This design comes from an exercise in tuning for small area, a short achievable clock period and few clock cycles per item on the open sky130 flow, not from production work. Where RTL was checked, it was by simulation tests only, not by an equivalence proof against the original.

Setup of main:
==> flow/design.v (excerpt) <==
module fan_speed_controller_top (
    input  logic        i_clk,
    input  logic        i_rst_n,
    input  logic        psel,
    input  logic        penable,
    input  logic        pwrite,
    input  logic [4:0]  paddr,
    input  logic [31:0] pwdata,
    output logic [31:0] prdata,
    output logic        pready,
    input  logic        i_s_tvalid,
    output logic        o_s_tready,
    input  logic [23:0] i_s_tdata,
    output logic        o_m_tvalid,
    input  logic        i_m_tready,
    output logic [39:0] o_m_tdata
);
For scale: about 140 I/O pins, about 50000 um^2 of cells after synthesis.
==> flow/config.mk <==
export PLATFORM = sky130hd
export DESIGN_NAME = fan_speed_controller_top
export DESIGN_NICKNAME = fan_speed_controller_top
export VERILOG_FILES = /design/flow/design.v
export SDC_FILE = /design/flow/constraint.sdc
export NUM_CORES = 4
export LEC_CHECK = 0
export CAP_MARGIN = 20
export CORE_MARGIN = 2
export CORE_UTILIZATION = 40
export SETUP_SLACK_MARGIN = 5
export SLEW_MARGIN = 20
==> flow/constraint.sdc <==
create_clock -name core_clock -period 10.0 [get_ports {i_clk}]
set_input_delay 2.0000 -clock core_clock [delete_from_list [all_inputs] [get_ports {i_clk}]]
set_output_delay 2.0000 -clock core_clock [all_outputs]
set_load 0.01 [all_outputs]
run.sh (not shown) runs the stock make flow with config.mk's settings and CLKGATE_MAP_FILE= SYNTH_SCRIPT=/design/flow/synth_recipe.tcl, a recipe that flattens the netlist after the stock synthesis.
Inputs modified between main and the feature branch:
# main
export LEC_CHECK = 0
export CAP_MARGIN = 20
export CORE_MARGIN = 2
export CORE_UTILIZATION = 40
export SETUP_SLACK_MARGIN = 5
export SLEW_MARGIN = 20
create_clock -name core_clock -period 10.0 [get_ports {i_clk}]
# the feature branch
export LEC_CHECK = 0
export ABC_AREA = 1
export CAP_MARGIN = 20
export CORE_MARGIN = 2
export CORE_UTILIZATION = 40
export SETUP_SLACK_MARGIN = 5
export SLEW_MARGIN = 20
create_clock -name core_clock -period 10.0 [get_ports {i_clk}]
==> results.txt <==
- Per the comparison of the feature branch with main, worst hold slack climbed 5.2 ps.
- Relative to main, length of the first detailed-routing pass in iterations has decreased by 2 in the feature branch.
- The feature branch gives less maximum level of the CTS H-tree than main did.
- Going from main to the feature branch, largest buffer count on any clock path held steady; cell area after technology mapping up about 3.7%; highest attainable clock frequency increased 0.018 GHz.
- The feature branch reached the final stage; the timing, design-rule and antenna checks on its layout passed.
No run of this note included a check of the RTL's function; only the layout flow was run.


fan_speed_controller_top, a different RTL version from the one above (not shown whole).
For scale: ~5800 cells after synthesis, about 140 I/O pins, roughly 0.049 mm² of cells after synthesis.
Settings: LEC_CHECK=0, ABC_AREA=1, CAP_MARGIN=20, CORE_MARGIN=2, CORE_UTILIZATION=40, SETUP_SLACK_MARGIN=4.6, SLEW_MARGIN=20; clock period 10.0 ns.
standard.sh (not shown) runs the stock make flow with config.mk's settings and CLKGATE_MAP_FILE= SYNTH_SCRIPT=/design/flow/synth_recipe.tcl, a recipe that flattens the netlist after the stock synthesis.
==> flow/flow/run.sh <==
#!/bin/bash
# Standard synthesis, then an inverter-pushing pass over the full adders of
# the mapped netlist (flow/invpush.py), then the standard layout from there,
# with plain buffers (not delay buffers) as the port buffers and no dummy
# loads in the clock tree.
set -e
set -o pipefail
cp standard.sh standard_sh_copy.log
bash standard.sh synth > synth_run.log 2>&1
RES=$(dirname "$(find orfs/results -name 1_2_yosys.v | head -1)")
cp "$RES/1_2_yosys.v" 1_2_yosys_standard.v.log
python3 flow/invpush.py 1_2_yosys_standard.v.log 1500 > invpush_out.v 2> invpush.log
cp invpush_out.v "$RES/1_2_yosys.v"
rm -f "$RES/1_synth.odb" "$RES/1_synth.sdc"
sed 's/"\${@:-finish}"/"BUFFER_PORTS_ARGS=-buffer_cell sky130_fd_sc_hd__buf_2" "CTS_ARGS=-sink_clustering_enable -repair_clock_nets -dont_use_dummy_load -sink_clustering_size 30 -sink_clustering_max_diameter 70" "${@:-finish}"/' standard.sh > standard_ports.sh
cp standard_ports.sh standard_ports_sh_copy.log
bash standard_ports.sh finish > finish_run.log 2>&1
Other scripts of this flow, unchanged in this note and not shown: flow/flow/invpush.py
Testbench counts at the start, summed over its fixed seeds: cycles 13,664, items 12,800.
Edit:
--- a/flow/flow/run.sh
+++ b/flow/flow/run.sh
@@ -14,3 +14,3 @@
 rm -f "$RES/1_synth.odb" "$RES/1_synth.sdc"
-sed 's/"\${@:-finish}"/"BUFFER_PORTS_ARGS=-buffer_cell sky130_fd_sc_hd__buf_2" "CTS_ARGS=-sink_clustering_enable -repair_clock_nets -dont_use_dummy_load -sink_clustering_size 30 -sink_clustering_max_diameter 70" "${@:-finish}"/' standard.sh > standard_ports.sh
+sed 's/"\${@:-finish}"/"BUFFER_PORTS_ARGS=-buffer_cell sky130_fd_sc_hd__buf_2" "CTS_ARGS=-sink_clustering_enable -repair_clock_nets -dont_use_dummy_load -sink_clustering_size 20 -sink_clustering_max_diameter 60" "${@:-finish}"/' standard.sh > standard_ports.sh
 cp standard_ports.sh standard_ports_sh_copy.log
- SETUP_SLACK_MARGIN: 4.6 -> 4.8
The changed run finished clean; via count increases by 1.7%; flip-flop and latch count stays the same; non-clock buffer count grows by 68; design area is higher by 3.3%; clock-buffer cell count increases by 6; fmax climbs by 2.2%; synthesized area stays flat; cell count went up by 1.3%; sequential share of layout area drops by 0.81 points.
Edit:
--- a/flow/flow/run.sh
+++ b/flow/flow/run.sh
@@ -14,3 +14,3 @@
 rm -f "$RES/1_synth.odb" "$RES/1_synth.sdc"
-sed 's/"\${@:-finish}"/"BUFFER_PORTS_ARGS=-buffer_cell sky130_fd_sc_hd__buf_2" "CTS_ARGS=-sink_clustering_enable -repair_clock_nets -dont_use_dummy_load -sink_clustering_size 20 -sink_clustering_max_diameter 60" "${@:-finish}"/' standard.sh > standard_ports.sh
+sed 's/"\${@:-finish}"/"BUFFER_PORTS_ARGS=-buffer_cell sky130_fd_sc_hd__buf_2" "CTS_ARGS=-sink_clustering_enable -repair_clock_nets -dont_use_dummy_load -sink_clustering_size 30 -sink_clustering_max_diameter 70" "${@:-finish}"/' standard.sh > standard_ports.sh
 cp standard_ports.sh standard_ports_sh_copy.log
Setup slack gets worse by 0.020 ns. Maximum frequency is lower by 0.39%. Die area hardly moves.

separate check: timing with driven ports:
In the flow no input, the clock included, has a driving cell. The finished layouts below were timed again as built, in two steps. Step 1 (the two cells are an assumption about what drives the block):
set clk [get_ports {i_clk}]
set_driving_cell -lib_cell sky130_fd_sc_hd__clkbuf_16 $clk
set_driving_cell -lib_cell sky130_fd_sc_hd__buf_2 [delete_from_list [all_inputs] $clk]
Step 2 also shifts input and output timing later by t, the mid clock arrival at the registers, as if the neighbouring blocks saw the same clock. Slacks: ideal / step 1 / step 2; pairs: ideal / step 1.
| run | shift t [ns] | setup slack, ns | latest minus earliest clock arrival (ns) | slew at the worst register clock pin (ns) |
|---|---|---|---|---|
| main | 0.709 | 4.098 / 4.098 / 4.098 | 0.043 / 0.043 | 0.07 / 0.07 |
| the feature branch | 0.758 | 4.677 / 4.677 / 4.493 | 0.071 / 0.071 | 0.08 / 0.08 |
| the first run of note 2 | 0.699 | 4.791 / 4.791 / 4.791 | 0.129 / 0.129 | 0.11 / 0.11 |
| the second run of note 2 | 0.691 | 4.905 / 4.905 / 4.743 | 0.097 / 0.097 | 0.08 / 0.08 |
| the third run of note 2 | 0.667 | 4.885 / 4.859 / 4.859 | 0.094 / 0.094 | 0.11 / 0.11 |
After both steps every run listed still meets setup and hold. For the feature branch, which loses most, drivers alone change the setup slack by 0.000 ns; drivers and shift together by -0.184 ns.
